This design comes from an exercise in tuning for small area, a short achievable clock period and few clock cycles per item on the open sky130 flow, not from production work.
At most, simulation tests tie the RTL to the original design; equivalence was not proved.

// seven_segment_mux_scanner
module seven_segment_mux_scanner (
  input  logic                         clk_i,
  input  logic                         rst_ni,
  input  logic                         item_valid_i,
  output logic                         item_ready_o,
  input  logic                         item_req_type_i,
  input  logic [ssms_pkg::NumberW-1:0] item_number_i,
  input  logic [ssms_pkg::PointW-1:0]  item_point_index_i,
  output logic                         res_valid_o,
  input  logic                         res_ready_i,
  output logic [ssms_pkg::SegW-1:0]    res_segment_levels_o,
  output logic [ssms_pkg::EnableW-1:0] res_digit_enable_levels_o,
  output logic [ssms_pkg::PosW-1:0]    res_active_position_o,
  input  logic                         psel,
  input  logic                         penable,
  input  logic                         pwrite,
  input  logic [ssms_pkg::AddrW-1:0]   paddr,
  input  logic [ssms_pkg::DataW-1:0]   pwdata,
  output logic [ssms_pkg::DataW-1:0]   prdata,
  output logic                         pready
);
  logic [3:0] num_digits_q;
  logic       seg_act_high_q;
  logic       en_act_high_q;
  logic       scan_en_q;
  logic [2:0]      pos_q;
  logic [2:0]      nxt_q;
  logic [7:0][3:0] digit_q;
  logic [3:0]      point_q;
  logic [7:0]      held_q;
  logic [7:0]      en_q;
  logic            lit_q;
  logic            res_valid_q;
  logic       adv_w;
  logic       cfg_wr_w;
  logic [1:0] cfg_idx_w;
  logic [3:0] rd_w;
  assign pready    = 1'b1;
  assign cfg_idx_w = paddr[3:2];
  assign cfg_wr_w  = psel && penable && pwrite;
  always_comb begin
    rd_w = '0;
    case (cfg_idx_w)
  ...
Size in the first run: about 2800 cells after synthesis, ~280 flip-flops.
==> flow/config.mk <==
export PLATFORM = sky130hd
export DESIGN_NAME = seven_segment_mux_scanner
export DESIGN_NICKNAME = seven_segment_mux_scanner
export VERILOG_FILES = /design/flow/design.v
export SDC_FILE = /design/flow/constraint.sdc
export NUM_CORES = 4
export LEC_CHECK = 0
export ABC_AREA = 1
export CAP_MARGIN = 20
export CORE_MARGIN = 2
export CORE_UTILIZATION = 40
export CTS_BUF_LIST = sky130_fd_sc_hd__clkbuf_16
export CTS_CLUSTER_DIAMETER = 100
export CTS_CLUSTER_SIZE = 20
export PLACE_DENSITY = 0.6
export SETUP_SLACK_MARGIN = 2.1
export SLEW_MARGIN = 20
==> flow/constraint.sdc <==
create_clock -name core_clock -period 4.5 [get_ports {clk_i}]
set_input_delay 0.9000 -clock core_clock [delete_from_list [all_inputs] [get_ports {clk_i}]]
set_output_delay 0.9000 -clock core_clock [all_outputs]
set_load 0.01 [all_outputs]
standard.sh (not shown) runs the stock make flow with config.mk's settings and CLKGATE_MAP_FILE= SYNTH_SCRIPT=/design/flow/synth_recipe.tcl, a recipe that flattens the netlist after the stock synthesis.
==> flow/flow/run.sh <==
#!/bin/bash
# Layout flow: the standard flow (standard.sh) with two changes:
#  - ports are buffered with the cell named in flow/port_buffer.txt (when present)
#    instead of the cell the resizer picks by default; every port still gets a buffer;
#  - when flow/abc_map.script is present, the combinational logic of the standard
#    synthesis is re-mapped with that ABC script (same Yosys script otherwise). The
#    registers (names, count, cell types) are compared with the standard synthesis;
#    if they differ in any way the standard netlist is used unchanged.
# Each tool's output goes to a log file of its own in this folder.
set -uo pipefail
HERE=$(pwd)
RES=$HERE/orfs/results/$FLOW_PLATFORM/seven_segment_mux_scanner/base
EXTRA=()
if [[ -f flow/port_buffer.txt ]]; then
  EXTRA+=("BUFFER_PORTS_ARGS=-buffer_cell $(tr -d ' \n' < flow/port_buffer.txt)")
fi

bash standard.sh "${EXTRA[@]}" synth > $HERE/log_standard_synth.txt 2>&1 || exit 1
cp $RES/1_2_yosys.v $HERE/standard_1_2_yosys.v

# 2. the same synthesis with the ABC script replaced
if [[ -f flow/abc_map.script ]]; then
  MAKELINE=$(grep '^make ' standard.sh)
  {
    echo 'proc abc {args} {'
    echo '  set i [lsearch -exact $args -script]'
    echo "  if {\$i >= 0} { lset args [expr {\$i + 1}] $HERE/flow/abc_map.script }"
    echo '  yosys abc {*}$args'
    echo '}'
    cat synth_recipe.tcl
  } > $HERE/my_synth.tcl
  MYLINE=$(echo "$MAKELINE" | sed -e "s#WORK_HOME=[^ ]*#WORK_HOME=$HERE/orfs_my#" -e "s#SYNTH_SCRIPT=[^ ]*#SYNTH_SCRIPT=$HERE/my_synth.tcl#" -e 's#"\${@:-finish}"#synth#')
  eval "$MYLINE" > $HERE/log_my_synth.txt 2>&1
  MYRES=$HERE/orfs_my/results/$FLOW_PLATFORM/seven_segment_mux_scanner/base
  regs() { grep -E '^\s*sky130_fd_sc_hd__(df|edf|sdf|dl)[a-z0-9_]*\s' "$1" | awk '{print $1, $2}' | sed -E 's/_[0-9]+ / /' | sort; }
  if [[ -f $MYRES/1_2_yosys.v ]] && diff <(regs $HERE/standard_1_2_yosys.v) <(regs $MYRES/1_2_yosys.v) > $HERE/log_reg_diff.txt \
     && [[ $(regs $HERE/standard_1_2_yosys.v | wc -l) -gt 0 ]]; then
    echo "registers match; using the re-mapped netlist" > $HERE/log_choice.txt
    cp $MYRES/1_2_yosys.v $RES/1_2_yosys.v
    rm -f $RES/1_synth.odb $RES/1_synth.sdc
  else
    echo "registers differ; using the standard netlist" > $HERE/log_choice.txt
  fi
fi

# 3. the rest of the standard flow
bash standard.sh "${EXTRA[@]}" finish > $HERE/log_standard_finish.txt 2>&1
==> flow/flow/port_buffer.txt <==
sky130_fd_sc_hd__buf_1
The first run completed with no timing, DRC or antenna violations.
Then changed:
--- a/flow/design.v
+++ b/flow/design.v
@@ -37,33 +37,37 @@
   logic [7:0][3:0] digit_q;
   logic [3:0]      point_q;
   logic [7:0]      held_q;
   logic [7:0]      en_q;
   logic            lit_q;
   logic            res_valid_q;
   logic       adv_w;
   logic       cfg_wr_w;
   logic [1:0] cfg_idx_w;
   logic [3:0] rd_w;
+  logic [3:0] rd_q;
   assign pready    = 1'b1;
   assign cfg_idx_w = paddr[3:2];
   assign cfg_wr_w  = psel && penable && pwrite;
   always_comb begin
     rd_w = '0;
     case (cfg_idx_w)
       2'd0: rd_w    = num_digits_q;
       2'd1: rd_w[0] = seg_act_high_q;
       2'd2: rd_w[0] = en_act_high_q;
       default: rd_w[0] = scan_en_q;
     endcase
   end
-  assign prdata = {28'd0, rd_w};
+  always_ff @(posedge clk_i) begin
+    rd_q <= rd_w;
+  end
+  assign prdata = {28'd0, rd_q};
   always_ff @(posedge clk_i or negedge rst_ni) begin
     if (!rst_ni) begin
       num_digits_q   <= 4'd4;
       seg_act_high_q <= 1'b1;
       en_act_high_q  <= 1'b0;
       scan_en_q      <= 1'b0;
     end else if (cfg_wr_w) begin
       case (cfg_idx_w)
         2'd0: num_digits_q   <= pwdata[3:0];
         2'd1: seg_act_high_q <= pwdata[0];
Cell area stays flat.
Die area climbs by 0.97%.
Core utilization fell by 0.22 points.
Setup slack improves by 0.076 ns.
Testbench counts after the change, summed over its fixed seeds: cycles 9,792, items 9,600.
No functional check of the RTL was part of the first run of this note.

re-timing with driven ports:
Ports are ideal in the flow. The routed layouts listed here were re-timed in OpenROAD. Step 1 sets driving cells, clkbuf_16 on the clock port and buf_2 on the other inputs (assumed; they add their load-dependent delay and slew). Step 2 moves the port delays by t, midway between the first and last clock arrival at a register: inputs arrive t later, outputs are due t later. That takes back most of the time a late clock gives input paths. Three values: ideal, step 1, step 2; two values: the first two.
run | shift t [ns] | setup slack, ns | pins driven straight from the clock port
the first run | 0.575 | 2.056 / 2.018 / 1.634 | 1
the second run | 0.579 | 2.132 / 2.108 / 1.671 | 1
After both steps every run listed still meets setup and hold. For the second run, which loses most, drivers alone change the setup slack by -0.024 ns; drivers and shift together by -0.461 ns.
